Source: an optimization exercise on an open RTL-to-GDS flow (aim: small area and a short achievable clock period). Production flows keep margins and buffers that such runs may drop. Where RTL was checked, it was by simulation tests only, not by an equivalence proof against the original. The RTL of run 8 was laid out without a check of its function. Power figures rest on the tool's default switching activity, not on a simulated workload.

===== flow/config.mk =====
export PLATFORM = sky130hd
export DESIGN_NAME = divTop
export DESIGN_NICKNAME = divTop
export VERILOG_FILES = /design/flow/design.v
export SDC_FILE = /design/flow/constraint.sdc
export NUM_CORES = 4
export LEC_CHECK = 0
export CAP_MARGIN = 20
export CORE_MARGIN = 2
export CORE_UTILIZATION = 40
export SETUP_SLACK_MARGIN = 5
export SLEW_MARGIN = 20

===== flow/constraint.sdc =====
create_clock -name core_clock -period 11.0 [get_ports {clk}]
set_input_delay 2.2000 -clock core_clock [delete_from_list [all_inputs] [get_ports {clk}]]
set_output_delay 2.2000 -clock core_clock [all_outputs]
set_load 0.01 [all_outputs]

===== flow/design.v =====
`timescale 1ns/1ps
module divTop (
    input  logic        clk,
    input  logic        arstN,
    input  logic        inValid,
    input  logic [15:0] dividend,
    input  logic [15:0] divisor,
    output logic        outValid,
    output logic [15:0] quotient,
    output logic [15:0] remainder,
    output logic        err
);
    logic [14:0] am_c, dm_c;
    logic        neg_c, err_c;
    assign am_c  = dividend[15] ? (~dividend[14:0] + 15'd1) : dividend[14:0];
    assign dm_c  = divisor[15] ? (~divisor[14:0] + 15'd1) : divisor[14:0];
    assign neg_c = dividend[15] ^ divisor[15];
    assign err_c = (dividend == 16'h8000) || (divisor[14:0] == 15'd0);
    logic [0:0] s0;
    assign s0 = am_c[14];
    logic [1:0] t0;
    assign t0 = {1'b0, s0} - {1'b0, dm_c[0:0]};
    logic qb0;
    assign qb0 = ~t0[1] & (dm_c[14:1] == 14'd0);
    logic [0:0] r0;
    assign r0 = qb0 ? t0[0:0] : s0;
    logic [0:0] qs0;
    assign qs0 = qb0;
    logic [13:0] ar_1;
    assign ar_1 = am_c[13:0];
    logic v_1;
    always_ff @(posedge clk or negedge arstN)
        if (!arstN) v_1 <= 1'b0;
        else        v_1 <= inValid;
    logic [14:0] d_1;
    logic [13:0] a_1;
    logic [0:0] q_1;
    logic [0:0] r_1;
    logic [0:0] neg_1;
    logic [0:0] err_1;
    always_ff @(posedge clk) begin
        d_1 <= dm_c;
        a_1 <= ar_1;
        q_1 <= qs0;
        r_1 <= r0;
        neg_1 <= neg_c;
        err_1 <= err_c;
    end
    logic [1:0] s1;
    assign s1 = {r_1, a_1[13]};
    logic [2:0] t1;
    assign t1 = {1'b0, s1} - {1'b0, d_1[1:0]};
    logic qb1;
    assign qb1 = ~t1[2] & (d_1[14:2] == 13'd0);
    logic [1:0] r1;
    assign r1 = qb1 ? t1[1:0] : s1;
    logic [1:0] qs1;
    assign qs1 = {q_1, qb1};
    logic [2:0] s2;
    assign s2 = {r1, a_1[12]};
    logic [3:0] t2;
    assign t2 = {1'b0, s2} - {1'b0, d_1[2:0]};
    logic qb2;
    assign qb2 = ~t2[3] & (d_1[14:3] == 12'd0);
    logic [2:0] r2;
    assign r2 = qb2 ? t2[2:0] : s2;
    logic [2:0] qs2;
    assign qs2 = {qs1, qb2};
    logic [3:0] s3;
    assign s3 = {r2, a_1[11]};
    logic [4:0] t3;
    assign t3 = {1'b0, s3} - {1'b0, d_1[3:0]};
    logic qb3;
    assign qb3 = ~t3[4] & (d_1[14:4] == 11'd0);
    logic [3:0] r3;
    assign r3 = qb3 ? t3[3:0] : s3;
    logic [3:0] qs3;
    assign qs3 = {qs2, qb3};
    logic [10:0] ar_2;
    assign ar_2 = a_1[10:0];
    logic v_2;
    always_ff @(posedge clk or negedge arstN)
        if (!arstN) v_2 <= 1'b0;
        else        v_2 <= v_1;
    logic [14:0] d_2;
    logic [10:0] a_2;
    logic [3:0] q_2;
    logic [3:0] r_2;
    logic [0:0] neg_2;
    logic [0:0] err_2;
    always_ff @(posedge clk) begin
        d_2 <= d_1;
        a_2 <= ar_2;
        q_2 <= qs3;
        r_2 <= r3;
        neg_2 <= neg_1;
        err_2 <= err_1;
    end
    logic [4:0] s4;
    assign s4 = {r_2, a_2[10]};
    logic [5:0] t4;
    assign t4 = {1'b0, s4} - {1'b0, d_2[4:0]};
    logic qb4;
    assign qb4 = ~t4[5] & (d_2[14:5] == 10'd0);
    logic [4:0] r4;
    assign r4 = qb4 ? t4[4:0] : s4;
    logic [4:0] qs4;
    assign qs4 = {q_2, qb4};
    logic [5:0] s5;
    assign s5 = {r4, a_2[9]};
    logic [6:0] t5;
    assign t5 = {1'b0, s5} - {1'b0, d_2[5:0]};
    logic qb5;
    assign qb5 = ~t5[6] & (d_2[14:6] == 9'd0);
    logic [5:0] r5;
    assign r5 = qb5 ? t5[5:0] : s5;
    logic [5:0] qs5;
    assign qs5 = {qs4, qb5};
    logic [8:0] ar_3;
    assign ar_3 = a_2[8:0];
    logic v_3;
    always_ff @(posedge clk or negedge arstN)
        if (!arstN) v_3 <= 1'b0;
        else        v_3 <= v_2;
    logic [14:0] d_3;
    logic [8:0] a_3;
    logic [5:0] q_3;
    logic [5:0] r_3;
    logic [0:0] neg_3;
    logic [0:0] err_3;
    always_ff @(posedge clk) begin
        d_3 <= d_2;
        a_3 <= ar_3;
        q_3 <= qs5;
        r_3 <= r5;
        neg_3 <= neg_2;
        err_3 <= err_2;
    end
    logic [6:0] s6;
    assign s6 = {r_3, a_3[8]};
    logic [7:0] t6;
    assign t6 = {1'b0, s6} - {1'b0, d_3[6:0]};
    logic qb6;
    assign qb6 = ~t6[7] & (d_3[14:7] == 8'd0);
    logic [6:0] r6;
    assign r6 = qb6 ? t6[6:0] : s6;
    logic [6:0] qs6;
    assign qs6 = {q_3, qb6};
    logic [7:0] s7;
    assign s7 = {r6, a_3[7]};
    logic [8:0] t7;
    assign t7 = {1'b0, s7} - {1'b0, d_3[7:0]};
    logic qb7;
    assign qb7 = ~t7[8] & (d_3[14:8] == 7'd0);
    logic [7:0] r7;
    assign r7 = qb7 ? t7[7:0] : s7;
    logic [7:0] qs7;
    assign qs7 = {qs6, qb7};
    logic [6:0] ar_4;
    assign ar_4 = a_3[6:0];
    logic v_4;
    always_ff @(posedge clk or negedge arstN)
        if (!arstN) v_4 <= 1'b0;
        else        v_4 <= v_3;
    logic [14:0] d_4;
    logic [6:0] a_4;
    logic [7:0] q_4;
    logic [7:0] r_4;
    logic [0:0] neg_4;
    logic [0:0] err_4;
    always_ff @(posedge clk) begin
        d_4 <= d_3;
        a_4 <= ar_4;
        q_4 <= qs7;
        r_4 <= r7;
        neg_4 <= neg_3;
        err_4 <= err_3;
    end
    logic [8:0] s8;
    assign s8 = {r_4, a_4[6]};
    logic [9:0] t8;
    assign t8 = {1'b0, s8} - {1'b0, d_4[8:0]};
    logic qb8;
    assign qb8 = ~t8[9] & (d_4[14:9] == 6'd0);
    logic [8:0] r8;
    assign r8 = qb8 ? t8[8:0] : s8;
    logic [8:0] qs8;
    assign qs8 = {q_4, qb8};
    logic [9:0] s9;
    assign s9 = {r8, a_4[5]};
    logic [10:0] t9;
    assign t9 = {1'b0, s9} - {1'b0, d_4[9:0]};
    logic qb9;
    assign qb9 = ~t9[10] & (d_4[14:10] == 5'd0);
    logic [9:0] r9;
    assign r9 = qb9 ? t9[9:0] : s9;
    logic [9:0] qs9;
    assign qs9 = {qs8, qb9};
    logic [4:0] ar_5;
    assign ar_5 = a_4[4:0];
    logic v_5;
    always_ff @(posedge clk or negedge arstN)
        if (!arstN) v_5 <= 1'b0;
        else        v_5 <= v_4;
    logic [14:0] d_5;
    logic [4:0] a_5;
    logic [9:0] q_5;
    logic [9:0] r_5;
    logic [0:0] neg_5;
    logic [0:0] err_5;
    always_ff @(posedge clk) begin
        d_5 <= d_4;
        a_5 <= ar_5;
        q_5 <= qs9;
        r_5 <= r9;
        neg_5 <= neg_4;
        err_5 <= err_4;
    end
    logic [10:0] s10;
    assign s10 = {r_5, a_5[4]};
    logic [11:0] t10;
    assign t10 = {1'b0, s10} - {1'b0, d_5[10:0]};
    logic qb10;
    assign qb10 = ~t10[11] & (d_5[14:11] == 4'd0);
    logic [10:0] r10;
    assign r10 = qb10 ? t10[10:0] : s10;
    logic [10:0] qs10;
    assign qs10 = {q_5, qb10};
    logic [11:0] s11;
    assign s11 = {r10, a_5[3]};
    logic [12:0] t11;
    assign t11 = {1'b0, s11} - {1'b0, d_5[11:0]};
    logic qb11;
    assign qb11 = ~t11[12] & (d_5[14:12] == 3'd0);
    logic [11:0] r11;
    assign r11 = qb11 ? t11[11:0] : s11;
    logic [11:0] qs11;
    assign qs11 = {qs10, qb11};
    logic [2:0] ar_6;
    assign ar_6 = a_5[2:0];
    logic v_6;
    always_ff @(posedge clk or negedge arstN)
        if (!arstN) v_6 <= 1'b0;
        else        v_6 <= v_5;
    logic [14:0] d_6;
    logic [2:0] a_6;
    logic [11:0] q_6;
    logic [11:0] r_6;
    logic [0:0] neg_6;
    logic [0:0] err_6;
    always_ff @(posedge clk) begin
        d_6 <= d_5;
        a_6 <= ar_6;
        q_6 <= qs11;
        r_6 <= r11;
        neg_6 <= neg_5;
        err_6 <= err_5;
    end
    logic [12:0] s12;
    assign s12 = {r_6, a_6[2]};
    logic [13:0] t12;
    assign t12 = {1'b0, s12} - {1'b0, d_6[12:0]};
    logic qb12;
    assign qb12 = ~t12[13] & (d_6[14:13] == 2'd0);
    logic [12:0] r12;
    assign r12 = qb12 ? t12[12:0] : s12;
    logic [12:0] qs12;
    assign qs12 = {q_6, qb12};
    logic [13:0] s13;
    assign s13 = {r12, a_6[1]};
    logic [14:0] t13;
    assign t13 = {1'b0, s13} - {1'b0, d_6[13:0]};
    logic qb13;
    assign qb13 = ~t13[14] & (d_6[14:14] == 1'd0);
    logic [13:0] r13;
    assign r13 = qb13 ? t13[13:0] : s13;
    logic [13:0] qs13;
    assign qs13 = {qs12, qb13};
    logic [0:0] ar_7;
    assign ar_7 = a_6[0:0];
    logic v_7;
    always_ff @(posedge clk or negedge arstN)
        if (!arstN) v_7 <= 1'b0;
        else        v_7 <= v_6;
    logic [14:0] d_7;
    logic [0:0] a_7;
    logic [13:0] q_7;
    logic [13:0] r_7;
    logic [0:0] neg_7;
    logic [0:0] err_7;
    always_ff @(posedge clk) begin
        d_7 <= d_6;
        a_7 <= ar_7;
        q_7 <= qs13;
        r_7 <= r13;
        neg_7 <= neg_6;
        err_7 <= err_6;
    end
    logic [14:0] s14;
    assign s14 = {r_7, a_7[0]};
    logic [15:0] t14;
    assign t14 = {1'b0, s14} - {1'b0, d_7[14:0]};
    logic qb14;
    assign qb14 = ~t14[15];
    logic [14:0] r14;
    assign r14 = qb14 ? t14[14:0] : s14;
    logic [14:0] qs14;
    assign qs14 = {q_7, qb14};
    logic v_8;
    always_ff @(posedge clk or negedge arstN)
        if (!arstN) v_8 <= 1'b0;
        else        v_8 <= v_7;
    logic [14:0] d_8;
    logic [14:0] q_8;
    logic [14:0] r_8;
    logic [0:0] neg_8;
    logic [0:0] err_8;
    always_ff @(posedge clk) begin
        d_8 <= d_7;
        q_8 <= qs14;
        r_8 <= r14;
        neg_8 <= neg_7;
        err_8 <= err_7;
    end
    logic [15:0] qo_c;
    assign qo_c = neg_8 ? (16'd0 - {1'b0, q_8}) : {1'b0, q_8};
    assign outValid  = v_8;
    assign quotient  = qo_c;
    assign remainder = {1'b0, r_8};
    assign err       = err_8;
endmodule

===== flow/run.sh =====
#!/bin/bash
# synth_recipe.tcl (not shown) runs the flow's synth.tcl, then flattens the netlist and writes it again
# the make line also repeats each setting of config.mk as NAME=value (left out here)
make -C /OpenROAD-flow-scripts/flow DESIGN_CONFIG=/design/flow/config.mk WORK_HOME=/design/flow/orfs CLKGATE_MAP_FILE= SYNTH_SCRIPT=/design/flow/synth_recipe.tcl finish

==> impl_metrics.yaml, run 1 <==
status:
  status: "no timing/DRC/antenna violations"
worst_setup_path:
  end_kind: "flip-flop"
  worstSetupPathType: "reg -> reg"
  path_cells: "inv_1, ha_1, nor2b_1, o31a_1, o311a_1, o211ai_2, inv_1, mux2_2, ha_1, o21ai_0, a21oi_1, o21ai_1, o21ai_1, o31ai_1, a211oi_2, buf_4, mux2_2"
  startpoint_type: "flip-flop"
  cp.arrival_ps: 5550
  critPathMaxFanout: 22
  worstPathRequired_ps: 11390
  worst_path_max_delay_cell: "o211ai_2"
  max_stage_delay_ps: 550
sta:
  rsz0062_at_grt: "false"
  finalSetupViolCount: 0
  finalSetupTns_ps: 0
  period_share_pct: 46.85
  worstMarginPinSlew_ps: 1078
  fmax_ghz: 0.1940
  fin_crit_ps: 5154
  finalMaxSlewViolations: 0
  fin_skew_ps: 13.22
  hold_viol: 0
  relSlewSlack_pct: 27.58
  whs_ps: 324.1
synthesis:
  synth_enable_flop_cells: 0
  synth_nets: 1504
  synth.distinct_cells: 71
  ys_seq_area_share_pct: 46.74
  ys_seq_elements: 319
  ys.flop_type: "dfxtp_1"
  synth_cells: 1333
  async_flop_share_pct: 2.508
  yosys_warnings: 1
  syn_avg_cell_area_um2: 10.31
  synthesis.area_um2: 13750
power_and_ir_drop:
  pwr_density_cell_nw_per_um2: 230.9
  vdd_drop_max_uv: 138.0
  p_leak_nw: 7.019
  seqPwrFrac_pct: 37.4
  p_total_mw: 3.709
  power.share.clock_pct: 30.6
  p_sw_mw: 1.128
  swShare_pct: 30.40
  power.internal_mw: 2.581
  p_comb_share_pct: 32.1
cells_and_area:
  num_antenna_cells: 0
  register_area_um2: 6426
  utilization_pct: 47.68
  n_fill_cell: 3119
  multiInputGateArea_um2: 6766
  design.final.nets: 1593
  fin_area_um2: 16070
  drive_gt1_share_pct: 9.972
  syn_to_final_growth_pct: 16.85
clock_tree:
  cts.sinks: 319
  cts_buffers: 34
  cts_max_level: 2
  clkLatencyLatePin_ps: 510
  clock_path_buffers: 3
  post_cts_buffers: 0
  post_cts_resized: 0
  root_buffer: "clkbuf_16"
  postCtsHoldBufs: 0
  clk_pin_slew_ps: 60
  cts_tree: "built"
detailed_routing:
  antenna_left: 0
  vias: 9128
  finalWirelength_um: 24180
  drt_iter0_markers: 223
  drc: 0
  wl_per_cell_um: 12.78
  drt_first_pass_iters: 4
  viasPerCell: 4.825
placement:
  placed_cell_area_um2: 14910
  port_buffers: 67
  hpwl_um: 19040
  gp_congestion: 0.8292
die:
  coreArea_um2: 33700
  die_w_um: 189.4
  placement_rows: 67
  ios: 69
  die_y_um: 189.4
  die_area_um2: 35870
  start_util_pct: 40.80
global_routing:
  grt_pass1_vias: 9412
  grt_pass1_wl_um: 42370
  antenna_found_initial: 0
  grt_usage_pct: 13.97
  grt_max_degree: 26
  grt.overflow.total: 0
min_path:
  hold_path.class: "reg -> reg"
flow_run:
  cap_violations: 0
[cell usage after synthesis (4+ instances only)]
library cell,count,share of area [%]
o21a_1,22,1.2
or3_1,9,0.41
xnor2_1,83,5.3
xor2_1,30,1.9
o31ai_1,20,1.1
nor2b_1,19,0.86
a211oi_1,5,0.27
dfxtp_1,311,45
a21o_1,27,1.5
nand3_1,14,0.51
clkbuf_1,7,0.19
o21ai_0,76,2.8
nand2b_1,15,0.68
a21boi_0,11,0.60
mux2_2,64,5.2
mux2_4,5,0.55
nand2_1,71,1.9
buf_2,4,0.15
and2_1,4,0.18
nor2_1,75,2.0
nor4_1,7,0.32
ha_1,122,11
o31a_1,4,0.25
inv_1,127,3.5
dfrtp_1,8,1.5
o21bai_1,7,0.38
mux2i_1,10,0.73
a31oi_1,4,0.18
a21oi_1,73,2.7
o22ai_1,5,0.23
nor3_1,21,0.76
fa_1,14,2.0
[through the flow]
step | setup WS (ps) | std cells
finish | 5846 | 1892
CTS | 5859 | 1892
floorplan | 6517 | 1333
detailed placement | 5760 | 1834
global route | 5444 | 1892
global placement | 5848 | 1834
[registers in the layout (all words and copies together) (netlist names), 9 cells and up]
name	cells
a_1	14
a_2	11
a_3	9
d_1	15
d_2	15
d_3	15
d_4	15
d_5	15
d_6	15
d_7	15
q_5	10
q_6	12
q_7	14
q_8	15
r_5	10
r_6	12
r_7	14
r_8	15
[area by class of cell]
class | instances | share of cell area, %
clock inverter | 15 | 1.262
clock buffer | 43 | 5.880
timing repair buffer | 68 | 4.221
tap | 448 | 3.489
inverter | 130 | 3.037
sequential | 319 | 40.00
multi-input combinational | 869 | 42.11
[cells by family after synthesis]
| group | after synthesis | synth area share (%) |
|---|---|---|
| adders and majority gates | 136 | 13.14 |
| xor gates and xnor gates | 113 | 7.198 |
| muxes | 79 | 6.516 |
| buffers and inverters | 145 | 4.104 |
| and+or+nand+nor | 254 | 8.854 |
| DFF | 319 | 46.74 |
| AOI/OAI and AO/OA | 286 | 13.42 |
| other | 1 | 0.02727 |
[critical path, delay by kind of cell, from the launching register on]
family	cells	cell delay, ps
adders and majority gates	2	630
and+or+nand+nor	1	140
buffers and inverters	3	690
AOI/OAI and AO/OA	9	2410
muxes	2	720
DFF	1	450
[cells in the final DEF, fill, tap and decap left out, drive strengths merged, types with 8 or more instances in the layout]
cell type / n
dfxtp: 311
inv: 132
ha: 122
xnor2: 83
o21ai: 80
a21oi: 76
nor2: 75
nand2: 71
mux2: 69
clkdlybuf4s50: 67
clkbuf: 43
xor2: 30
a21o: 27
o21a: 22
nor3: 21
o31ai: 20
nor2b: 19
nand2b: 15
nand3: 14
fa: 14
a21boi: 11
or3: 11
mux2i: 10
dfrtp: 8
clkinv: 8
[per-layer routing]
layer  routed length, um  GRT usage [%]  up-vias
met5                   0              0        -
met4                 560          4.592        0
met3                 674          2.317       44
met2               12270          26.36      116
met1               10670          15.90     4209
li1                    -              -     4759
[power groups by stage]
stage                     clock network (mW)  logic (mW)  registers (mW)
after floorplan                            0       0.884            1.40
after global placement                     0        1.15            1.41
after global routing                    1.22        1.35            1.40
final                                   1.13        1.19            1.39
after CTS                               1.18        1.19            1.39
after detailed placement                   0        1.18            1.41
[worst paths after layout]
| kind | slack [ps] | depth (start not counted) | endpoint | start |
|---|---|---|---|---|
| max | 5850 | 17 | r_7[2]$_DFF_P_ | d_6[1]$_DFF_P_ |
| min in group asynchronous | 1960 | 1 | v_6$_DFF_PN0_ | arstN |
| max in group asynchronous | 8790 | 1 | v_7$_DFF_PN0_ | arstN |
| min | 320 | 0 | q_7[3]$_DFF_P_ | q_6[1]$_DFF_P_ |
| min reg2reg | 320 | 0 | q_7[3]$_DFF_P_ | q_6[1]$_DFF_P_ |
| max reg2reg | 5850 | 17 | r_7[2]$_DFF_P_ | d_6[1]$_DFF_P_ |
==> run 2, diff against run 1 <==
==> flow/flow/run.sh (new file) <==
#!/bin/bash
# Standard layout, with timing repair aiming MARGIN ns below the clock period.
set -euo pipefail
cd "$(dirname "$0")/.."
MARGIN=$(cat flow/margin.txt)
bash standard.sh SETUP_SLACK_MARGIN=$MARGIN finish > standard_flow.log 2>&1
==> flow/flow/margin.txt (new file) <==
7
==> flow/standard.sh (new file) <==
#!/bin/bash
# synth_recipe.tcl (not shown) runs the flow's synth.tcl, then flattens the netlist and writes it again
# the make line also repeats each setting of config.mk as NAME=value (left out here)
make -C /OpenROAD-flow-scripts/flow DESIGN_CONFIG=/design/flow/config.mk WORK_HOME=/design/flow/orfs CLKGATE_MAP_FILE= SYNTH_SCRIPT=/design/flow/synth_recipe.tcl "${@:-finish}"
--- a/flow/config.mk
+++ b/flow/config.mk
@@ -10,3 +10,2 @@
 export CORE_UTILIZATION = 40
-export SETUP_SLACK_MARGIN = 5
 export SLEW_MARGIN = 20
removed: flow/run.sh
==> impl_metrics.yaml, run 2 <==
power_and_ir_drop:
  p_comb_share_pct: 37.1
  pwr_density_cell_nw_per_um2: 223.4
  power.internal_mw: 2.735
  p_sw_mw: 1.273
  p_leak_nw: 7.744
  vdd_drop_max_uv: 135.1
  p_total_mw: 4.008
  power.share.clock_pct: 28.0
  seqPwrFrac_pct: 34.8
  swShare_pct: 31.76
synthesis:
  ys_seq_elements: 319
  syn_avg_cell_area_um2: 10.31
  synthesis.area_um2: 13750
  synth_nets: 1504
  synth.most_common_cell: "dfxtp_1"
  yosys_warnings: 1
  ys.flop_type: "dfxtp_1"
  synth_top_area_share_pct: 45.28
  yosysTopAreaCell: "dfxtp_1"
  synth.distinct_cells: 71
  yosys-top-cells-area: "dfxtp_1, ha_1, xnor2_1"
  ys_top_cells_by_count: "dfxtp_1, inv_1, ha_1"
  synth_enable_flop_cells: 0
  ys_seq_area_share_pct: 46.74
  synth_cells: 1333
  async_flop_share_pct: 2.508
detailed_routing:
  wl_per_cell_um: 13.74
  drt_iter0_markers: 249
  finalWirelength_um: 27310
  antenna_left: 0
  drc: 0
  wl_met3_um: 864
  topRoutingLayerUsed: "met4"
  wl_met2_um: 14370
  wl_met1_um: 11260
  drt_first_pass_iters: 4
  viasPerCell: 4.855
  vias: 9652
worst_setup_path:
  startpoint_type: "flip-flop"
  rrSetupSlack_ps: 6730
  worstSetupPathType: "reg -> out"
  critPathMaxFanout: 4
  worstPathRequired_ps: 8800
  cp.arrival_ps: 2070
  end_kind: "output pin"
clock_tree:
  clkLatencyLatePin_ps: 520
  clock_path_buffers: 3
  cts_tree: "built"
  root_buffer: "clkbuf_16"
  cts_buffers: 35
  cts_max_level: 2
  postCtsHoldBufs: 0
  cts.sinks: 319
  clk_pin_slew_ps: 60
global_routing:
  antenna_found_initial: 0
  grt_max_degree: 26
  grt_pass1_vias: 9725
  grt_pass1_wl_um: 44390
  grt.overflow.total: 0
  grt_usage_pct: 14.97
cells_and_area:
  num_antenna_cells: 0
  n_fill_cell: 2962
  mostFrequentLayoutCell: "dfxtp_1"
  layout_common_cells: "dfxtp_1, inv_1, ha_1, xnor2_1, buf_4"
  design.final.nets: 1686
  register_area_um2: 6462
  syn_to_final_growth_pct: 30.49
  multiInputGateArea_um2: 7856
  drive_gt1_share_pct: 27.40
sta:
  period_share_pct: 38.85
  rsz0062_at_grt: "true"
  relSlewSlack_pct: 50.69
  fin_crit_ps: 4273
  fmax_ghz: 0.2340
  hold_viol: 0
  finalMaxSlewViolations: 0
  worstMarginPinSlew_ps: 730.1
  layout_setup_ws_ps: 6727
  fin_skew_ps: 25.46
  finalSetupViolCount: 0
  finalSetupTns_ps: 0
die:
  ios: 69
  die_area_um2: 35870
  start_util_pct: 40.80
  coreArea_um2: 33700
  placement_rows: 67
  die_w_um: 189.4
  die_y_um: 189.4
placement:
  pre_cts_ws_ps: 5959
  port_buffers: 67
  gp_congestion: 0.8149
  hpwl_um: 19100
status:
  status: "no timing/DRC/antenna violations"
flow_run:
  cap_violations: 0
min_path:
  hold_path.class: "reg -> reg"
[run 2: cell counts after synthesis]
No cell type changed its count.
[run 2: worst max-delay path, cell delays in order, from the launching register on]
cell and delay (ps):
dfxtp_4 360, nor3_4 190, nand2b_1 130, nor2_4 170, buf_6 130, nand3_4 90, o31ai_4 210, xnor2_1 130
buf_2 150
[run 2: per-stage QoR]
step	instances	area [um^2]	hold slack, ps	utilization, %
4_1_cts	1961	17210	320.3	51.07
2_1_floorplan	1333	13990	309.6	-
3_5_place_dp	1835	15140	312.1	44.92
5_1_grt	1988	17940	325.5	53.24
6_report	1988	17940	321.2	53.24
3_3_place_gp	1835	15140	310.9	44.92
[run 2: power by group through the flow]
stage	Clock, mW	Sequential [mW]	Combinational [mW]
2_1_floorplan	0	1.40	0.917
6_report	1.12	1.40	1.49
3_3_place_gp	0	1.42	1.19
5_1_grt	1.21	1.41	1.65
3_5_place_dp	0	1.42	1.22
4_1_cts	1.16	1.40	1.37
[run 2: what timing repair did]
item / in CTS / in global routing
setup endpoints to repair: 77 / 70
pin swaps: 59 / 71
endpoints found under the hold margin: 0 / 0
resized for setup: 205 / 107
buffers inserted: 61 / 26
gates cloned: 3 / 1
[run 2: final timing paths]
kind | startpoint | end | cells past startpoint
worst min register to register | a_3[6]$_DFF_P_ | a_4[6]$_DFF_P_ | 0
max in group asynchronous | arstN | v_5$_DFF_PN0_ | 1
worst max-delay path | q_8[3]$_DFF_P_ | quotient[13] | 8
worst max register to register | d_5[1]$_DFF_P_ | r_6[5]$_DFF_P_ | 17
min in group asynchronous | arstN | v_7$_DFF_PN0_ | 1
worst min-delay path | a_3[6]$_DFF_P_ | a_4[6]$_DFF_P_ | 0
[run 2: area by class of cell]
type | count | area share [%]
Inverter | 130 | 2.776
Multi-Input combinational cell | 870 | 43.79
Sequential cell | 319 | 36.02
Timing Repair inverter | 1 | 0.03487
Clock inverter | 13 | 0.8229
Timing Repair Buffer | 158 | 7.867
Clock buffer | 49 | 5.565
Tap cell | 448 | 3.124
[run 2: cell families after synthesis]
family / synth area share [%]
compound gates: 13.42
xor+xnor: 7.198
fa+ha+maj: 13.14
buf+inv: 4.104
flops: 46.74
mux: 6.516
other cells: 0.02727
simple gates: 8.854
[run 2: per-layer routing]
layer / up-vias / GRT usage, %
met3: 52 / 2.743
li1: 4954 / -
met4: 0 / 5.426
met1: 4499 / 15.98
met5: - / 0
met2: 147 / 29.09
==> run 3, diff against run 2 <==
==> flow/flow/margin.txt (replaced) <==
7.5
==> impl_metrics.yaml, run 3 <==
synthesis:
  yosys_warnings: 1
  ys_top_cells_by_count: "dfxtp_1, inv_1, ha_1"
  ys_seq_area_share_pct: 46.74
  yosys-top-cells-area: "dfxtp_1, ha_1, xnor2_1"
  ys_seq_elements: 319
  synth.distinct_cells: 71
  synth_cells: 1333
  synth_enable_flop_cells: 0
  async_flop_share_pct: 2.508
  synth_top_area_share_pct: 45.28
  synthesis.area_um2: 13750
  syn_avg_cell_area_um2: 10.31
  yosysTopAreaCell: "dfxtp_1"
  ys.flop_type: "dfxtp_1"
  synth.most_common_cell: "dfxtp_1"
  synth_nets: 1504
clock_tree:
  clkLatencyLatePin_ps: 530
  postCtsHoldBufs: 0
  clock_path_buffers: 3
  root_buffer: "clkbuf_16"
  cts_tree: "built"
  cts_max_level: 2
  cts.sinks: 319
  clk_pin_slew_ps: 60
  cts_buffers: 36
cells_and_area:
  syn_to_final_growth_pct: 38.72
  finalNonFillerCells: 2036
  num_antenna_cells: 0
  design.final.nets: 1733
  layout_common_cells: "dfxtp_1, buf_4, inv_1, xnor2_1, ha_1"
  drive_gt1_share_pct: 34.45
  mostFrequentLayoutCell: "dfxtp_1"
  n_fill_cell: 2852
min_path:
  min_from: "q_6[3]$_DFF_P_"
  hold_path.class: "reg -> reg"
  worstHoldEndpoint: "q_7[5]$_DFF_P_"
  min_path_cells: 0
die:
  coreArea_um2: 33700
  die_w_um: 189.4
  ios: 69
  die_y_um: 189.4
  placement_rows: 67
  start_util_pct: 40.80
  die_area_um2: 35870
placement:
  place_inst: 1834
  gp_congestion: 0.7801
  hpwl_um: 18820
  port_buffers: 67
worst_setup_path:
  startpoint_type: "flip-flop"
  reg2reg_depth: 19
  rrSetupSlack_ps: 6830
  r2r-start: "d_5[5]$_DFF_P_"
  critPathMaxFanout: 4
  cp.arrival_ps: 2000
  r2r-end: "r_6[4]$_DFF_P_"
  end_kind: "output pin"
  worstPathRequired_ps: 8800
  worstSetupPathType: "reg -> out"
sta:
  finalMaxSlewViolations: 0
  hold_viol: 0
  worstMarginPinSlew_ps: 730.4
  fin_skew_ps: 14.73
  rsz0062_at_grt: "true"
  period_share_pct: 38.19
  fmax_ghz: 0.2380
  finalSetupViolCount: 0
  fin_crit_ps: 4201
  finalSetupTns_ps: 0
  relSlewSlack_pct: 50.67
detailed_routing:
  wl_met2_um: 15210
  drc: 0
  drt_iter0_markers: 236
  drt_first_pass_iters: 7
  wl_met3_um: 881
  finalWirelength_um: 27690
  viasPerCell: 4.831
  topRoutingLayerUsed: "met4"
  vias: 9836
  antenna_left: 0
  wl_per_cell_um: 13.60
  wl_met1_um: 11030
global_routing:
  grt_usage_pct: 15.34
  grt_max_degree: 26
  grt_pass1_wl_um: 45950
  grt.overflow.total: 0
  grt_pass1_vias: 10300
  antenna_found_initial: 0
flow_run:
  cap_violations: 0
power_and_ir_drop:
  p_leak_nw: 8.209
  pwr_density_cell_nw_per_um2: 221.3
  vdd_drop_max_uv: 106.7
status:
  status: "no timing/DRC/antenna violations"
==> run 3: critical path, stage by stage, from the launching register on <==
cell and delay, ps:
dfxtp_2 340, nor3_4 200, nand2b_1 140, nor2_4 160, buf_6 120, nand3_4 70, o31ai_4 190, xnor2_1 130
buf_2 150
==> run 3: worst max path at each step <==
stage                    from           end  slack (ps)
2_1_floorplan     dividend[5]   r_1$_DFF_P_        6710
3_3_place_gp      dividend[3]   r_1$_DFF_P_        5970
3_5_place_dp      dividend[3]   r_1$_DFF_P_        5910
4_1_cts        q_8[4]$_DFF_P_  quotient[13]        6720
5_1_grt        q_8[3]$_DFF_P_  quotient[13]        6640
6_report       q_8[3]$_DFF_P_  quotient[13]        6800
==> run 3: final cells by class <==
type	count	area [um^2]	area share [%]
Tap cell	448	560.5	2.939
Timing Repair inverter	1	7.507	0.03936
Multi-Input combinational cell	870	8413	44.11
Clock inverter	19	325.3	1.706
Clock buffer	45	954.7	5.005
Timing Repair Buffer	204	1821	9.545
Sequential cell	319	6476	33.95
Inverter	130	515.5	2.703
==> run 3: logic make-up (layout without fill, tap and decap cells) <==
logic type | Yosys count | after routing | share of synthesized area [%]
buf+inv | 145 | 399 | 4.104
flops | 319 | 319 | 46.74
simple gates | 254 | 255 | 8.854
other cells | 1 | 1 | 0.02727
compound gates | 286 | 286 | 13.42
fa+ha+maj | 136 | 136 | 13.14
mux | 79 | 79 | 6.516
xor+xnor | 113 | 113 | 7.198
==> run 3: per-stage QoR <==
step	util [%]	area (um^2)	hold WS, ps	power [mW]	worst slack, ps
5_1_grt	56.60	19070	329.0	4.496	6641
4_1_cts	53.95	18180	323.9	4.115	6725
3_3_place_gp	45.71	15400	312.1	2.638	5968
3_5_place_dp	45.71	15400	312.1	2.668	5912
2_1_floorplan	-	14270	309.6	2.359	6705
6_report	56.60	19070	323.1	4.221	6799
==> run 3: repair_timing <==
action | in CTS | in global routing
pin swaps | 90 | 66
gates cloned | 3 | 0
resized for setup | 282 | 149
setup endpoints to repair | 102 | 84
setup buffers | 104 | 31
==> run 3: layer usage <==
| metal | vias up | global-route usage (%) |
|---|---|---|
| met4 | 0 | 4.860 |
| met1 | 4604 | 16.28 |
| met3 | 40 | 2.502 |
| met5 | - | 0 |
| li1 | 5042 | - |
| met2 | 150 | 30.47 |
==> run 3: report_power, final <==
group | internal (mW) | switching (mW)
Clock | 0.792 | 0.475
Combinational | 0.794 | 0.760
Sequential | 1.32 | 0.0841
==> run 4, diff against run 3 <==
==> flow/flow/run.sh (replaced) <==
#!/bin/bash
# Standard layout (the standard.sh), with timing repair aiming a few ns below the clock
# period (flow/margin.txt, passed as SETUP_SLACK_MARGIN) and any extra ORFS make variables
# listed one per line in flow/extra.txt. The whole output goes to standard_flow.log here.
set -euo pipefail
cd "$(dirname "$0")/.."
MARGIN=$(cat flow/margin.txt)
ARGS=()
if [[ -f flow/extra.txt ]]; then
  while IFS= read -r line; do
    [[ -n "$line" ]] && ARGS+=("$line")
  done < flow/extra.txt
fi
bash standard.sh "SETUP_SLACK_MARGIN=$MARGIN" "${ARGS[@]}" finish > standard_flow.log 2>&1
==> flow/flow/extra.txt (new file) <==
BUFFER_PORTS_ARGS=-buffer_cell sky130_fd_sc_hd__buf_2
==> flow/flow/margin.txt (replaced) <==
7
--- a/flow/config.mk
+++ b/flow/config.mk
@@ -9,3 +9,3 @@
 export CORE_MARGIN = 2
-export CORE_UTILIZATION = 40
+export CORE_UTILIZATION = 65
 export SLEW_MARGIN = 20
==> impl_metrics.yaml, run 4 <==
die:
  placement_rows: 53
  die_area_um2: 22330
  ios: 69
  start_util_pct: 65.82
  die_w_um: 149.4
  coreArea_um2: 20890
  die_y_um: 149.4
clock_tree:
  clk_pin_slew_ps: 70
  clock_path_buffers: 3
  postCtsHoldBufs: 0
  root_buffer: "clkbuf_16"
  cts_max_level: 1
  cts.sinks: 319
  cts_tree: "built"
  cts_buffers: 31
  clkLatencyLatePin_ps: 560
cells_and_area:
  num_antenna_cells: 0
  fin_area_um2: 17310
  drive_gt1_share_pct: 30.27
  layout_common_cells: "dfxtp_1, inv_1, ha_1, xnor2_1, buf_2"
  mostFrequentLayoutCell: "dfxtp_1"
  syn_to_final_growth_pct: 25.92
  design.final.nets: 1670
sta:
  fin_crit_ps: 4304
  finalSetupTns_ps: 0
  hold_viol: 0
  fin_skew_ps: 14.93
  finalMaxSlewViolations: 0
  relSlewSlack_pct: 49.94
  rsz0062_at_grt: "true"
  worstMarginPinSlew_ps: 741.1
  period_share_pct: 39.13
  finalSetupViolCount: 0
  fmax_ghz: 0.2324
synthesis:
  synth.distinct_cells: 71
  synth_cells: 1333
  synthesis.area_um2: 13750
  async_flop_share_pct: 2.508
  synth_nets: 1504
  syn_avg_cell_area_um2: 10.31
  yosys-top-cells-area: "dfxtp_1, ha_1, xnor2_1"
  ys.flop_type: "dfxtp_1"
  synth.most_common_cell: "dfxtp_1"
  ys_seq_area_share_pct: 46.74
  synth_enable_flop_cells: 0
  yosysTopAreaCell: "dfxtp_1"
  ys_top_cells_by_count: "dfxtp_1, inv_1, ha_1"
  synth_top_area_share_pct: 45.28
  yosys_warnings: 1
  ys_seq_elements: 319
global_routing:
  grt.overflow.total: 0
  antenna_found_initial: 0
  grt_pass1_vias: 9721
  grt_pass1_wl_um: 44440
  grt_max_degree: 26
  grt_usage_pct: 24.30
placement:
  placed_cell_area_um2: 14590
  gp_congestion: 0.8493
  hpwl_um: 18770
  port_buffers: 67
worst_setup_path:
  end_kind: "flip-flop"
  worstPathRequired_ps: 11440
  startpoint_type: "flip-flop"
  r2r-start: "d_5[4]$_DFF_P_"
  critPathMaxFanout: 8
  max_stage_delay_ps: 630
  cp.arrival_ps: 4740
  critPathCapture: "r_6[5]$_DFF_P_"
  r2r-end: "r_6[5]$_DFF_P_"
  startpoint: "d_5[4]$_DFF_P_"
  worstSetupPathType: "reg -> reg"
  path_cells: "inv_2, ha_4, o21a_1, o21a_1, o32ai_4, o21ai_2, a211oi_2, or4b_4, mux2_4, fa_2, nor2b_2, o21ai_2, a21oi_2, o22ai_4, o21ai_2, o221ai_4, clkinv_4, mux2_4"
  worst_path_max_delay_cell: "or4b_4"
  reg2reg_depth: 18
  rrSetupSlack_ps: 6700
  cpMostUsedCell: "o21ai_2"
power_and_ir_drop:
  vdd_drop_max_uv: 126.6
  power.internal_mw: 2.661
  p_comb_share_pct: 38.0
  power.share.clock_pct: 26.9
  p_sw_mw: 1.304
  pwr_density_cell_nw_per_um2: 229.1
  p_leak_nw: 7.627
  seqPwrFrac_pct: 35.1
  swShare_pct: 32.89
detailed_routing:
  antenna_left: 0
  wl_per_cell_um: 16.22
  drc: 0
  drt_first_pass_iters: 4
  drt_iter0_markers: 369
  vias: 9864
  finalWirelength_um: 29160
  viasPerCell: 5.486
flow_run:
  cap_violations: 0
status:
  status: "no timing/DRC/antenna violations"
min_path:
  hold_path.class: "reg -> reg"
==> run 4: cell counts after synthesis <==
No cell type changed its count.
==> run 4: worst max-delay path: cells and delay by family (launching register included) <==
kind / cells / cell delay, ps
compound gates: 10 / 1490
fa+ha+maj: 2 / 640
buf+inv: 2 / 230
flops: 1 / 340
mux: 2 / 690
simple gates: 2 / 780
==> run 4: cell families after synthesis <==
group           count (synthesis)  share of synthesized area, %
flops                         319                         46.74
xor+xnor                      113                         7.198
mux                            79                         6.516
other cells                     1                       0.02727
simple gates                  254                         8.854
fa+ha+maj                     136                         13.14
compound gates                286                         13.42
buf+inv                       145                         4.104
==> run 4: power groups by stage <==
stage	combinational (mW)	sequential, mW	clock [mW]
after floorplan	0.917	1.40	0
after global placement	1.13	1.41	0
after detailed placement	1.16	1.41	0
after CTS	1.33	1.39	1.08
after global routing	1.65	1.41	1.13
final	1.51	1.39	1.07
==> run 4: layout make-up <==
class	count	area [um^2]
Fill cell	1170	3576
Timing Repair Buffer	148	1074
Sequential cell	319	6455
Clock inverter	20	211.5
Tap cell	275	344.1
Clock buffer	37	838.3
Multi-Input combinational cell	869	7884
Inverter	130	506.7
==> run 4: timing repair <==
item / in CTS / in global routing
gates resized for setup: 118 / 115
cloned: 3 / 0
buffers inserted: 53 / 23
setup endpoints to repair: 70 / 70
pin swaps: 40 / 61
==> run 4: metal layers <==
layer / part of all wire [%] / up-vias / global-route usage [%]
met5: 0 / - / 0
met4: 4.9 / 0 / 11.14
met3: 3.5 / 100 / 3.445
met2: 53 / 220 / 47.29
met1: 38 / 4619 / 25.57
li1: - / 4925 / -
==> run 4: worst min path at each step <==
stage / slack [ps] / end / from / cells after the start
CTS: 320 / a_3[7]$_DFF_P_ / a_2[7]$_DFF_P_ / 0
floorplan: 310 / a_2[0]$_DFF_P_ / a_1[0]$_DFF_P_ / 0
global placement: 310 / q_7[12]$_DFF_P_ / q_6[10]$_DFF_P_ / 0
finish: 320 / a_3[7]$_DFF_P_ / a_2[7]$_DFF_P_ / 0
detailed placement: 310 / a_6[2]$_DFF_P_ / a_5[2]$_DFF_P_ / 0
global route: 320 / a_3[7]$_DFF_P_ / a_2[7]$_DFF_P_ / 0
==> run 4: metrics by stage <==
step	hold slack, ps	cells	setup slack [ps]	power [mW]	util (%)
2_1_floorplan	309.6	1333	6705	2.320	-
6_report	320.7	1798	6696	3.966	82.88
5_1_grt	321.9	1798	6538	4.186	82.88
3_5_place_dp	312.1	1662	6284	2.573	69.84
3_3_place_gp	310.3	1662	6412	2.540	69.84
4_1_cts	320.8	1775	6731	3.792	79.33
==> run 5, diff against run 4 <==
--- a/flow/config.mk
+++ b/flow/config.mk
@@ -9,3 +9,5 @@
 export CORE_MARGIN = 2
-export CORE_UTILIZATION = 65
+export CORE_UTILIZATION = 40
+export CTS_BUF_LIST = sky130_fd_sc_hd__clkbuf_16
+export CTS_CLUSTER_SIZE = 20
 export SLEW_MARGIN = 20
==> impl_metrics.yaml, run 5 <==
status:
  status: "no timing/DRC/antenna violations"
power_and_ir_drop:
  p_comb_share_pct: 36.1
  pwr_density_cell_nw_per_um2: 225.2
  p_sw_mw: 1.283
  p_leak_nw: 7.641
  power.share.clock_pct: 28.3
  seqPwrFrac_pct: 35.6
  swShare_pct: 32.66
  power.internal_mw: 2.646
  vdd_drop_max_uv: 141.0
synthesis:
  synth_top_family_by_area: "compound AO/OA/AOI/OAI gates"
  yosys_warnings: 1
  synth_compound_area_share_pct: 13.42
  synth_nets: 1504
  ys_top_cells_by_count: "dfxtp_1, inv_1, ha_1"
  ys_seq_area_share_pct: 46.74
  muxShareOfSynthArea_pct: 6.516
  synthesis.area_um2: 13750
  async_flop_share_pct: 2.508
  synthXorXnorAreaFrac_pct: 7.198
  synth_cells: 1333
  synthSimpleGateAreaFrac_pct: 8.854
  synth.most_common_cell: "dfxtp_1"
  yosys-top-cells-area: "dfxtp_1, ha_1, xnor2_1"
  ys.flop_type: "dfxtp_1"
  synth_enable_flop_cells: 0
  synth_top_area_share_pct: 45.28
  syn_avg_cell_area_um2: 10.31
  ys_seq_elements: 319
  yosysTopAreaCell: "dfxtp_1"
  synth.distinct_cells: 71
  synth_fa_ha_area_share_pct: 13.14
placement:
  gp_congestion: 0.8313
  port_buffers: 67
  hpwl_um: 19000
  pre_cts_ws_ps: 6301
clock_tree:
  root_buffer: "clkbuf_16"
  clkLatencyLatePin_ps: 530
  clock_path_buffers: 3
  cts_max_level: 2
  postCtsHoldBufs: 0
  cts_buffers: 35
  clk_pin_slew_ps: 60
  cts_tree: "built"
  cts.sinks: 319
sta:
  finalMaxSlewViolations: 0
  rsz0062_at_grt: "true"
  layout_setup_ws_ps: 6801
  fin_skew_ps: 17.90
  relSlewSlack_pct: 52.94
  worstMarginPinSlew_ps: 696.8
  fmax_ghz: 0.2381
  finalSetupTns_ps: 0
  hold_viol: 0
  finalSetupViolCount: 0
  period_share_pct: 38.18
  fin_crit_ps: 4199
detailed_routing:
  drt_iter0_markers: 236
  vias: 9584
  finalWirelength_um: 26850
  wl_per_cell_um: 13.60
  drt_first_pass_iters: 4
  antenna_left: 0
  viasPerCell: 4.855
  drc: 0
worst_setup_path:
  startpoint_type: "flip-flop"
  worst-path-buf-inv: 3
  max_stage_delay_ps: 630
  end_kind: "flip-flop"
  crit_family: "compound AO/OA/AOI/OAI gates"
  cp.arrival_ps: 4610
  critPathMaxFanout: 8
  worstSetupPathType: "reg -> reg"
  worstPathRequired_ps: 11410
  worst_path_max_delay_cell: "or4b_4"
  path_cells: "inv_4, ha_4, o21a_1, o21a_1, o32ai_4, o21ai_2, a211oi_2, or4b_4, buf_6, mux2_4, ha_4, or3_1, o22ai_2, o21ai_2, o221ai_4, clkinv_4, mux2_4"
global_routing:
  grt_pass1_vias: 9678
  antenna_found_initial: 1
  grt.overflow.total: 0
  grt_usage_pct: 14.84
  grt_pass1_wl_um: 44220
  grt_max_degree: 26
die:
  die_area_um2: 35870
  placement_rows: 67
  die_w_um: 189.4
  die_y_um: 189.4
  coreArea_um2: 33700
  start_util_pct: 40.80
  ios: 69
cells_and_area:
  mostFrequentLayoutCell: "dfxtp_1"
  design.final.nets: 1671
  syn_to_final_growth_pct: 26.93
  layout_common_cells: "dfxtp_1, inv_1, ha_1, xnor2_1"
  drive_gt1_share_pct: 29.03
  num_antenna_cells: 0
min_path:
  hold_path.class: "reg -> reg"
flow_run:
  cap_violations: 0
run 5: worst paths after layout:
check                                from  cells after the start              to  slack, ps
setup / recovery           d_5[5]$_DFF_P_                     17  r_6[7]$_DFF_P_       6800
hold / removal             a_1[5]$_DFF_P_                      0  a_2[5]$_DFF_P_        320
setup reg to reg           d_5[5]$_DFF_P_                     17  r_6[7]$_DFF_P_       6800
hold reg to reg            a_1[5]$_DFF_P_                      0  a_2[5]$_DFF_P_        320
max in group asynchronous           arstN                      1   v_5$_DFF_PN0_       9330
min in group asynchronous           arstN                      1   v_1$_DFF_PN0_       1510
run 5: worst register-to-register path: cells and delay by family (launching register included):
| kind | cells | cell delay [ps] |
|---|---|---|
| buffers and inverters | 3 | 410 |
| adder cells (fa/ha/maj) | 2 | 430 |
| flip-flops | 1 | 350 |
| multiplexers | 2 | 640 |
| AND/OR/NAND/NOR | 2 | 1010 |
| AO/OA/AOI/OAI | 8 | 1260 |
run 5: area by class of cell:
| cell class | instances | area, um^2 |
|---|---|---|
| inverter | 130 | 499.2 |
| tap | 448 | 560.5 |
| fill | 3006 | 16250 |
| sequential | 319 | 6456 |
| clock buffer | 36 | 900.9 |
| timing repair buffer | 145 | 1039 |
| clock inverter | 27 | 229.0 |
| multi-input combinational | 869 | 7767 |
run 5: kinds of logic (layout without fill, tap and decap cells):
logic type      after synthesis  after routing
flops                       319            319
compound gates              286            286
simple gates                254            254
buf+inv                     145            338
fa+ha+maj                   136            136
xor+xnor                    113            113
mux                          79             79
other cells                   1              1
run 5: metal layers:
layer	share of wire (%)	vias to the layer above	global-route usage (%)
met4	3.6	0	5.963
met1	42	4458	16.55
met3	3.1	68	2.669
met2	51	143	27.73
li1	-	4915	-
met5	0	-	0
run 5: stage by stage:
stage	hold slack (ps)	cells	total power [mW]	utilization [%]	instance area (um^2)
after global placement	310.2	1835	2.553	43.93	14800
after floorplan	309.6	1333	2.320	-	13990
after detailed placement	312.1	1835	2.579	43.93	14800
after CTS	323.2	1952	3.840	49.79	16780
final	323.7	1974	3.930	51.79	17450
after global routing	329.1	1974	4.188	51.79	17450
run 5: timing repair:
action,CTS,global route
cloned,2,0
endpoints found under the setup margin,72,69
gates resized for setup,104,115
buffers inserted,52,22
pin swaps,41,53
run 5: power by group through the flow:
stage / logic (mW) / clock network (mW) / registers [mW]
global placement: 1.14 / 0 / 1.41
global route: 1.57 / 1.20 / 1.42
CTS: 1.30 / 1.14 / 1.39
finish: 1.42 / 1.11 / 1.40
floorplan: 0.917 / 0 / 1.40
detailed placement: 1.16 / 0 / 1.42
==> run 6, diff against run 5 <==
==> flow/flow/margin.txt (replaced) <==
6.5
--- a/flow/config.mk
+++ b/flow/config.mk
@@ -11,3 +11,4 @@
 export CTS_BUF_LIST = sky130_fd_sc_hd__clkbuf_16
-export CTS_CLUSTER_SIZE = 20
+export CTS_CLUSTER_DIAMETER = 150
+export CTS_CLUSTER_SIZE = 30
 export SLEW_MARGIN = 20
==> impl_metrics.yaml, run 6 <==
power_and_ir_drop:
  pwr_density_cell_nw_per_um2: 205.9
  vdd_drop_max_uv: 116.8
  p_leak_nw: 6.868
worst_setup_path:
  r2r-start: "d_6[1]$_DFF_P_"
  r2r-end: "r_7[11]$_DFF_P_"
  max_stage_delay_ps: 400
  cp.depth: 18
  crit_family: "compound AO/OA/AOI/OAI gates"
  worstPathRequired_ps: 11400
  end_kind: "flip-flop"
  path_cells: "inv_1, ha_1, nor2b_1, o31a_1, o311a_4, o211ai_4, buf_6, mux2_4, ha_4, o21ai_0, a21oi_1, o21ai_2, o21ai_2, o31ai_4, a211oi_2, buf_4, buf_6, mux2_2"
  cp.arrival_ps: 4740
  worst_path_max_delay_cell: "dfxtp_4"
  reg2reg_depth: 18
  critPathMaxFanout: 6
  rrSetupSlack_ps: 6660
  worstSetupPathType: "reg -> reg"
  startpoint_type: "flip-flop"
  worst-path-buf-inv: 4
synthesis:
  yosys_warnings: 1
  synth_nets: 1504
  yosys-top-cells-area: "dfxtp_1, ha_1, xnor2_1"
  synth_top_area_share_pct: 45.28
  synth.most_common_cell: "dfxtp_1"
  synth.distinct_cells: 71
  ys.flop_type: "dfxtp_1"
  async_flop_share_pct: 2.508
  yosysTopAreaCell: "dfxtp_1"
  syn_avg_cell_area_um2: 10.31
  synth_enable_flop_cells: 0
  ys_seq_elements: 319
  synth_cells: 1333
  ys_seq_area_share_pct: 46.74
  synthesis.area_um2: 13750
  ys_top_cells_by_count: "dfxtp_1, inv_1, ha_1"
detailed_routing:
  viasPerCell: 4.863
  drc: 0
  finalWirelength_um: 25510
  antenna_left: 0
  wl_per_cell_um: 13.54
  drt_iter0_markers: 273
  vias: 9162
  drt_first_pass_iters: 4
clock_tree:
  cts_tree: "built"
  cts_max_level: 1
  clkLatencyLatePin_ps: 520
  cts_buffers: 14
  cts.sinks: 319
  clock_path_buffers: 3
  root_buffer: "clkbuf_16"
  clk_pin_slew_ps: 110
placement:
  hpwl_um: 19390
  place_inst: 1834
  gp_congestion: 0.8416
  pre_cts_ws_ps: 5931
  port_buffers: 67
cells_and_area:
  mostFrequentLayoutCell: "dfxtp_1"
  layout_common_cells: "dfxtp_1, inv_1, ha_1, xnor2_1, nor2_1"
  syn_to_final_growth_pct: 12.93
  n_fill_cell: 3183
  drive_gt1_share_pct: 17.48
  num_antenna_cells: 0
  finalNonFillerCells: 1884
  design.final.nets: 1606
sta:
  relSlewSlack_pct: 29.02
  finalMaxSlewViolations: 0
  period_share_pct: 39.43
  fin_skew_ps: 23.48
  worstMarginPinSlew_ps: 1065
  fin_crit_ps: 4337
  hold_viol: 0
  rsz0062_at_grt: "false"
  fmax_ghz: 0.2306
  whs_ps: 333.5
  finalSetupViolCount: 0
  layout_setup_ws_ps: 6663
  finalSetupTns_ps: 0
global_routing:
  grt_usage_pct: 13.89
  antenna_found_initial: 0
  grt.overflow.total: 0
  grt_pass1_vias: 9293
  grt_pass1_wl_um: 42060
  grt_max_degree: 32
status:
  status: "no timing/DRC/antenna violations"
die:
  die_w_um: 189.4
  die_y_um: 189.4
  coreArea_um2: 33700
  die_area_um2: 35870
  placement_rows: 67
  start_util_pct: 40.80
  ios: 69
min_path:
  min_from: "q_7[12]$_DFF_P_"
  worstHoldEndpoint: "q_8[13]$_DFF_P_"
  hold_path.class: "reg -> reg"
  min_path_cells: 0
flow_run:
  cap_violations: 0
-- run 6: cell types whose count changed in the layout (fill, tap and decap cells not counted), moves of 10 or more --
cell       previous run  this run
a21oi_1              49        67
a21oi_2              25         9
buf_4                61        28
buf_6                14         3
clkbuf_16            36        14
dfxtp_1             295       306
ha_1                 95       117
ha_4                 24         5
inv_1               116       127
inv_2                14         2
mux2_2               46        62
mux2_4               23         7
nor2_4               11         1
o21ai_0              56        69
-- run 6: routing by layer --
metal	track usage (%)	vias to the layer above	wire length [um]
met1	16.15	4273	11250
met4	4.174	0	635
met5	0	-	0
met2	26.43	105	13040
met3	1.687	30	573
li1	-	4754	-
-- run 6: repair_timing --
action / CTS / global route
gates cloned: 2 / 3
setup buffers: 10 / 18
endpoints found under the setup margin: 54 / 55
pin swaps: 7 / 20
resized for setup: 19 / 57
hold buffers: 0 / 0
-- run 6: cell type report --
cell class                      instances  area [um^2]  share of cell area [%]
Multi-Input combinational cell        871         7064                   45.50
Tap cell                              448        560.5                   3.610
Sequential cell                       319         6437                   41.46
Timing Repair inverter                  1        7.507                 0.04835
Clock inverter                          3        36.28                  0.2337
Inverter                              130        491.7                   3.167
Clock buffer                           14        350.3                   2.256
Timing Repair Buffer                   98        579.3                   3.731
-- run 6: metrics by stage --
step	area [um^2]	utilization [%]	total power [mW]
2_1_floorplan	13750	-	2.285
3_3_place_gp	14580	43.25	2.520
3_5_place_dp	14580	43.25	2.544
4_1_cts	15120	44.87	3.160
5_1_grt	15530	46.08	3.426
6_report	15530	46.08	3.197
-- run 6: worst max-delay path by stage --
stage	startpoint	end	slack, ps
6_report	d_6[1]$_DFF_P_	r_7[11]$_DFF_P_	6660
5_1_grt	d_5[1]$_DFF_P_	r_6[3]$_DFF_P_	6480
4_1_cts	d_5[1]$_DFF_P_	r_6[11]$_DFF_P_	6500
3_5_place_dp	dividend[5]	r_1$_DFF_P_	5930
3_3_place_gp	dividend[5]	r_1$_DFF_P_	5950
2_1_floorplan	d_6[1]$_DFF_P_	r_7[10]$_DFF_P_	6520
-- run 6: report_power, final --
| part | switching, mW | internal (mW) | total [mW] |
|---|---|---|---|
| Clock | 0.346 | 0.238 | 0.584 |
| Sequential | 0.0771 | 1.31 | 1.39 |
| Combinational | 0.653 | 0.574 | 1.23 |
-- run 6: logic make-up (layout without fill, tap and decap cells) --
family | Yosys count | in the layout | synth area share, %
flops | 319 | 319 | 46.74
compound gates | 286 | 287 | 13.42
simple gates | 254 | 255 | 8.854
buf+inv | 145 | 246 | 4.104
fa+ha+maj | 136 | 136 | 13.14
xor+xnor | 113 | 113 | 7.198
mux | 79 | 79 | 6.516
other cells | 1 | 1 | 0.02727
==> run 7, diff against run 6 <==
==> flow/flow/margin.txt (replaced) <==
7
==> impl_metrics.yaml, run 7 <==
flow_run:
  cap_violations: 0
synthesis:
  synth_nets: 1504
  synth.most_common_cell: "dfxtp_1"
  yosys_warnings: 1
  ys.flop_type: "dfxtp_1"
  synth_cells: 1333
  synth_enable_flop_cells: 0
  yosys-top-cells-area: "dfxtp_1, ha_1, xnor2_1"
  ys_seq_area_share_pct: 46.74
  synth.distinct_cells: 71
  synthesis.area_um2: 13750
  yosysTopAreaCell: "dfxtp_1"
  ys_seq_elements: 319
  ys_top_cells_by_count: "dfxtp_1, inv_1, ha_1"
  async_flop_share_pct: 2.508
  synth_top_area_share_pct: 45.28
  syn_avg_cell_area_um2: 10.31
worst_setup_path:
  r2r-start: "d_5[1]$_DFF_P_"
  critPathCapture: "r_6[11]$_DFF_P_"
  startpoint: "d_5[1]$_DFF_P_"
  startpoint_type: "flip-flop"
  reg2reg_depth: 19
  rrSetupSlack_ps: 6790
  r2r-end: "r_6[11]$_DFF_P_"
  end_kind: "flip-flop"
  cp.arrival_ps: 4620
  worstSetupPathType: "reg -> reg"
  worstPathRequired_ps: 11410
  critPathMaxFanout: 8
cells_and_area:
  register_area_um2: 6470
  n_fill_cell: 3103
  drive_gt1_share_pct: 28.63
  layout_common_cells: "dfxtp_1, inv_1, ha_1, xnor2_1, buf_4"
  design.final.nets: 1657
  syn_to_final_growth_pct: 21.96
  multiInputGateArea_um2: 7752
  num_antenna_cells: 0
  mostFrequentLayoutCell: "dfxtp_1"
die:
  placement_rows: 67
  die_area_um2: 35870
  coreArea_um2: 33700
  die_y_um: 189.4
  ios: 69
  start_util_pct: 40.80
  die_w_um: 189.4
sta:
  fmax_ghz: 0.2375
  worstMarginPinSlew_ps: 689.4
  fin_crit_ps: 4211
  period_share_pct: 38.28
  rsz0062_at_grt: "true"
  finalSetupTns_ps: 0
  finalMaxSlewViolations: 0
  finalSetupViolCount: 0
  hold_viol: 0
  relSlewSlack_pct: 53.44
  fin_skew_ps: 19.51
clock_tree:
  cts_tree: "built"
  cts.sinks: 319
  root_buffer: "clkbuf_16"
  cts_max_level: 1
  clkLatencyLatePin_ps: 510
  clk_pin_slew_ps: 110
  postCtsHoldBufs: 0
  cts_buffers: 14
  clock_path_buffers: 3
detailed_routing:
  finalWirelength_um: 26320
  drt_iter0_markers: 289
  wl_per_cell_um: 13.59
  viasPerCell: 4.878
  antenna_left: 0
  vias: 9443
  drt_first_pass_iters: 4
  drc: 0
placement:
  hpwl_um: 19000
  gp_congestion: 0.8313
  port_buffers: 67
power_and_ir_drop:
  p_total_mw: 3.401
  pwr_density_cell_nw_per_um2: 202.8
  vdd_drop_max_uv: 106.2
  p_leak_nw: 7.308
global_routing:
  grt_max_degree: 32
  grt_pass1_vias: 9440
  grt_pass1_wl_um: 43250
  grt_usage_pct: 14.41
  grt.overflow.total: 0
  antenna_found_initial: 0
status:
  status: "no timing/DRC/antenna violations"
min_path:
  min_from: "a_4[2]$_DFF_P_"
  hold_path.class: "reg -> reg"
  min_path_cells: 0
## run 7: cell counts after synthesis
Identical to the previous run, type by type.
## run 7: timing repair
| action | in CTS | in global routing |
|---|---|---|
| buffers inserted | 54 | 26 |
| pin swaps | 47 | 48 |
| gates resized for setup | 125 | 103 |
| cloned | 3 | 0 |
| setup endpoints to repair | 72 | 71 |
## run 7: area by class of cell
cell class | instances | share of cell area, %
timing repair buffer | 152 | 6.521
sequential | 319 | 38.58
clock buffer | 14 | 2.089
tap | 448 | 3.343
inverter | 130 | 2.992
multi-input combinational | 869 | 46.23
clock inverter | 4 | 0.2388
## run 7: stage by stage
step	cells	util (%)	worst slack, ps	hold slack [ps]	area [um^2]
3_5_place_dp	1835	43.93	6301	312.1	14800
6_report	1936	49.76	6789	330.7	16770
5_1_grt	1936	49.76	6658	334.7	16770
3_3_place_gp	1835	43.93	6426	310.2	14800
2_1_floorplan	1333	-	6705	309.6	13990
4_1_cts	1910	47.98	6823	333.9	16170
## run 7: report_power, final
group	leakage, nW	switching, mW	internal, mW	total (mW)
Sequential	2.69	0.0833	1.31	1.40
Combinational	4.42	0.723	0.701	1.42
Clock	0.197	0.344	0.238	0.582
## run 7: how the worst min path moves through the flow
stage	endpoint	slack, ps
2_1_floorplan	a_2[0]$_DFF_P_	310
3_3_place_gp	a_3[6]$_DFF_P_	310
3_5_place_dp	a_4[5]$_DFF_P_	310
4_1_cts	q_7[7]$_DFF_P_	330
5_1_grt	d_2[12]$_DFF_P_	330
6_report	a_5[2]$_DFF_P_	330
## run 7: layer usage
metal	share of wire, %	vias to the layer above	wire, um	track usage (%)
li1	-	4860	-	-
met5	0	-	0	0
met1	42	4422	11120	16.54
met2	52	113	13750	27.85
met4	3.2	0	838	4.085
met3	2.3	48	605	1.705
## run 7: critical path, cell delays in order, from the launching register on
cell       delay, ps
dfxtp_4          390
inv_4             40
ha_4             260
nand2b_4          60
a21oi_4          180
o32ai_4          130
o21ai_2          160
a211oi_2          90
or4b_4           620
mux2_4           360
inv_2             70
ha_4             190
nor2b_4          130
o211ai_1         240
a31oi_2          150
and4_1           200
a2111oi_4        330
a21oi_2          100
xor2_1           150
mux2_4           260
## run 7: kinds of logic (layout without fill, tap and decap cells)
group	Yosys count	after routing	synth area share (%)
buffers and inverters	145	300	4.104
AO/OA/AOI/OAI	286	286	13.42
adder cells (fa/ha/maj)	136	136	13.14
AND/OR/NAND/NOR	254	254	8.854
multiplexers	79	79	6.516
other	1	1	0.02727
XOR/XNOR	113	113	7.198
flip-flops	319	319	46.74
==> run 8, diff against run 7 <==
--- a/flow/design.v
+++ b/flow/design.v
@@ -308,2 +308,10 @@
     assign qs14 = {q_7, qb14};
+    logic [15:0] qo_c;
+    logic [15:0] z_c;
+    assign z_c[0] = 1'b0;
+    genvar gz;
+    for (gz = 1; gz < 16; gz++) begin : gZ
+        assign z_c[gz] = |qs14[gz-1:0];
+    end
+    assign qo_c = {1'b0, qs14} ^ ({16{neg_7}} & z_c);
     logic v_8;
@@ -312,18 +320,12 @@
         else        v_8 <= v_7;
-    logic [14:0] d_8;
-    logic [14:0] q_8;
+    logic [15:0] qo_8;
     logic [14:0] r_8;
-    logic [0:0] neg_8;
     logic [0:0] err_8;
     always_ff @(posedge clk) begin
-        d_8 <= d_7;
-        q_8 <= qs14;
+        qo_8 <= qo_c;
         r_8 <= r14;
-        neg_8 <= neg_7;
         err_8 <= err_7;
     end
-    logic [15:0] qo_c;
-    assign qo_c = neg_8 ? (16'd0 - {1'b0, q_8}) : {1'b0, q_8};
     assign outValid  = v_8;
-    assign quotient  = qo_c;
+    assign quotient  = qo_8;
     assign remainder = {1'b0, r_8};
==> impl_metrics.yaml, run 8 <==
detailed_routing:
  finalWirelength_um: 27650
  viasPerCell: 4.943
  antenna_left: 0
  drc: 0
  drt_iter0_markers: 270
  wl_per_cell_um: 14.12
  drt_first_pass_iters: 4
  vias: 9679
worst_setup_path:
  worstSetupPathType: "in -> reg"
  startpoint_type: "input pin"
  r2r-start: "d_6[1]$_DFF_P_"
  worstPathRequired_ps: 11440
  rrSetupSlack_ps: 6980
  critPathMaxFanout: 3
  path_cells: "buf_8, or4_4, nor4_4, nand2_2, or3_4, nand2_4, xor2_4, ha_2, nor3_2, and3_4, mux2i_1"
  cp.arrival_ps: 4570
  end_kind: "flip-flop"
  startpoint: "dividend[4]"
  max_stage_delay_ps: 560
  worst-path-buf-inv: 1
  worst_path_max_delay_cell: "or4_4"
  crit_family: "simple AND/OR/NAND/NOR gates"
placement:
  port_buffers: 67
  hpwl_um: 20430
  place_inst: 1863
  gp_congestion: 0.8192
  placed_cell_area_um2: 15160
global_routing:
  antenna_found_initial: 1
  grt_usage_pct: 14.86
  grt_pass1_wl_um: 45200
  grt.overflow.total: 0
  grt_max_degree: 32
  grt_pass1_vias: 9637
clock_tree:
  clk_pin_slew_ps: 120
  cts_max_level: 1
  root_buffer: "clkbuf_16"
  cts_buffers: 14
  cts_tree: "built"
  clock_path_buffers: 3
  clkLatencyLatePin_ps: 520
  cts.sinks: 319
cells_and_area:
  num_antenna_cells: 0
  design.final.nets: 1671
  largest_register_ffs: 16
  top_register: "qo_8"
  fin_area_um2: 16940
  layout_common_cells: "dfxtp_1, inv_1, ha_1, xnor2_1, nor2_1"
  drive_gt1_share_pct: 26.41
  syn_to_final_growth_pct: 20.34
  mostFrequentLayoutCell: "dfxtp_1"
  finalNonFillerCells: 1958
synthesis:
  synth_cells: 1358
  synthesis.area_um2: 14080
  yosys_warnings: 1
  ys.flop_type: "dfxtp_1"
  synth_nets: 1528
  ys_seq_area_share_pct: 45.65
  synth_top_area_share_pct: 44.23
  yosysTopAreaCell: "dfxtp_1"
  syn_avg_cell_area_um2: 10.37
  ys_seq_elements: 319
  synth_enable_flop_cells: 0
  ys_top_cells_by_count: "dfxtp_1, inv_1, ha_1"
  synth.distinct_cells: 67
  yosys-top-cells-area: "dfxtp_1, ha_1, mux2_2"
  async_flop_share_pct: 2.508
  synth.most_common_cell: "dfxtp_1"
die:
  die_y_um: 191.6
  die_area_um2: 36710
  ios: 69
  start_util_pct: 40.65
  die_w_um: 191.6
  placement_rows: 68
  coreArea_um2: 34630
sta:
  rsz0062_at_grt: "true"
  relSlewSlack_pct: 39.42
  fin_crit_ps: 4129
  worstMarginPinSlew_ps: 908.7
  finalSetupViolCount: 0
  finalMaxSlewViolations: 0
  fmax_ghz: 0.2422
  hold_viol: 0
  finalSetupTns_ps: 0
  period_share_pct: 37.54
  fin_skew_ps: 31.12
flow_run:
  cap_violations: 0
power_and_ir_drop:
  pwr_density_cell_nw_per_um2: 206.1
  p_total_mw: 3.492
  p_leak_nw: 7.328
  vdd_drop_max_uv: 149.1
min_path:
  hold_path.class: "reg -> reg"
  min_from: "a_1[8]$_DFF_P_"
status:
  status: "no timing/DRC/antenna violations"
-- run 8: what timing repair did --
item / 4_1_cts / 5_1_grt
setup endpoints to repair: 61 / 58
hold buffers: 0 / 0
gates resized for setup: 94 / 86
pin swaps: 37 / 41
setup buffers: 47 / 27
gates cloned: 2 / 1
-- run 8: path summary, 6_finish.rpt --
kind,endpoint,cells after the start
setup / recovery,r_1$_DFF_P_,11
hold / removal,a_2[8]$_DFF_P_,0
setup reg to reg,r_7[11]$_DFF_P_,17
hold reg to reg,a_2[8]$_DFF_P_,0
max in group asynchronous,v_5$_DFF_PN0_,1
min in group asynchronous,v_1$_DFF_PN0_,1
-- run 8: area by class of cell --
cell class / count / area (um^2)
flip-flops and latches: 319 / 6454
multi-input cells: 892 / 8039
clock inverters: 4 / 40.04
repair buffers: 142 / 969.7
repair inverters: 1 / 6.256
clock buffers: 14 / 350.3
fillers: 3075 / 17690
well taps: 455 / 569.3
inverters: 131 / 511.7
-- run 8: kinds of logic after synthesis --
kind of cell / Yosys count / share of synthesized area (%)
AND/OR/NAND/NOR: 257 / 9.190
buffers and inverters: 149 / 4.071
XOR/XNOR: 111 / 6.906
multiplexers: 103 / 8.097
flip-flops: 319 / 45.65
AO/OA/AOI/OAI: 283 / 13.31
adder cells (fa/ha/maj): 135 / 12.75
other: 1 / 0.02664
-- run 8: per-stage QoR --
| stage | hold slack, ps | worst slack [ps] | utilization, % |
|---|---|---|---|
| 4_1_cts | 323.7 | 6950 | 47.25 |
| 6_report | 321.5 | 6871 | 48.92 |
| 3_5_place_dp | 312.1 | 6030 | 43.77 |
| 3_3_place_gp | 310.0 | 6127 | 43.77 |
| 2_1_floorplan | 309.6 | 6734 | - |
| 5_1_grt | 330.9 | 6811 | 48.92 |
-- run 8: routing by layer --
| layer | part of all wire (%) | track usage, % |
|---|---|---|
| met2 | 52 | 28.05 |
| met1 | 43 | 17.67 |
| met5 | 0.025 | 0 |
| met4 | 2.6 | 3.905 |
| met3 | 2.3 | 1.791 |
-- run 8: power by group --
part / internal (mW) / switching [mW]
Combinational: 0.737 / 0.748
Clock: 0.238 / 0.353
Sequential: 1.34 / 0.0793
Total: 2.31 / 1.18

==> what the ideal ports hide <==
Ports are ideal in the flow. The routed layouts listed here were re-timed in OpenROAD.
Step 1 sets driving cells, clkbuf_16 on the clock port and buf_2 on the other inputs (assumed; they add their load-dependent delay and slew).
Step 2, shift: input delay + t, output delay - t, t = (earliest + latest rising clock arrival at the registers) / 2. This alone moves slack from input paths to output paths.
a / b / c = ideal ports / drivers / drivers and shift; a / b = the first two.
run | t, ns | setup slack, ns
run 1 | 0.554 | 5.846 / 5.846 / 5.811
run 2 | 0.559 | 6.727 / 6.678 / 6.401
run 3 | 0.567 | 6.799 / 6.750 / 6.338
run 4 | 0.599 | 6.696 / 6.696 / 6.347
run 5 | 0.575 | 6.801 / 6.789 / 6.405
run 6 | 0.554 | 6.663 / 6.645 / 6.139
run 7 | 0.550 | 6.789 / 6.782 / 6.418
run 8 | 0.555 | 6.871 / 6.882 / 6.326
After both steps setup and hold are still met in every run listed.
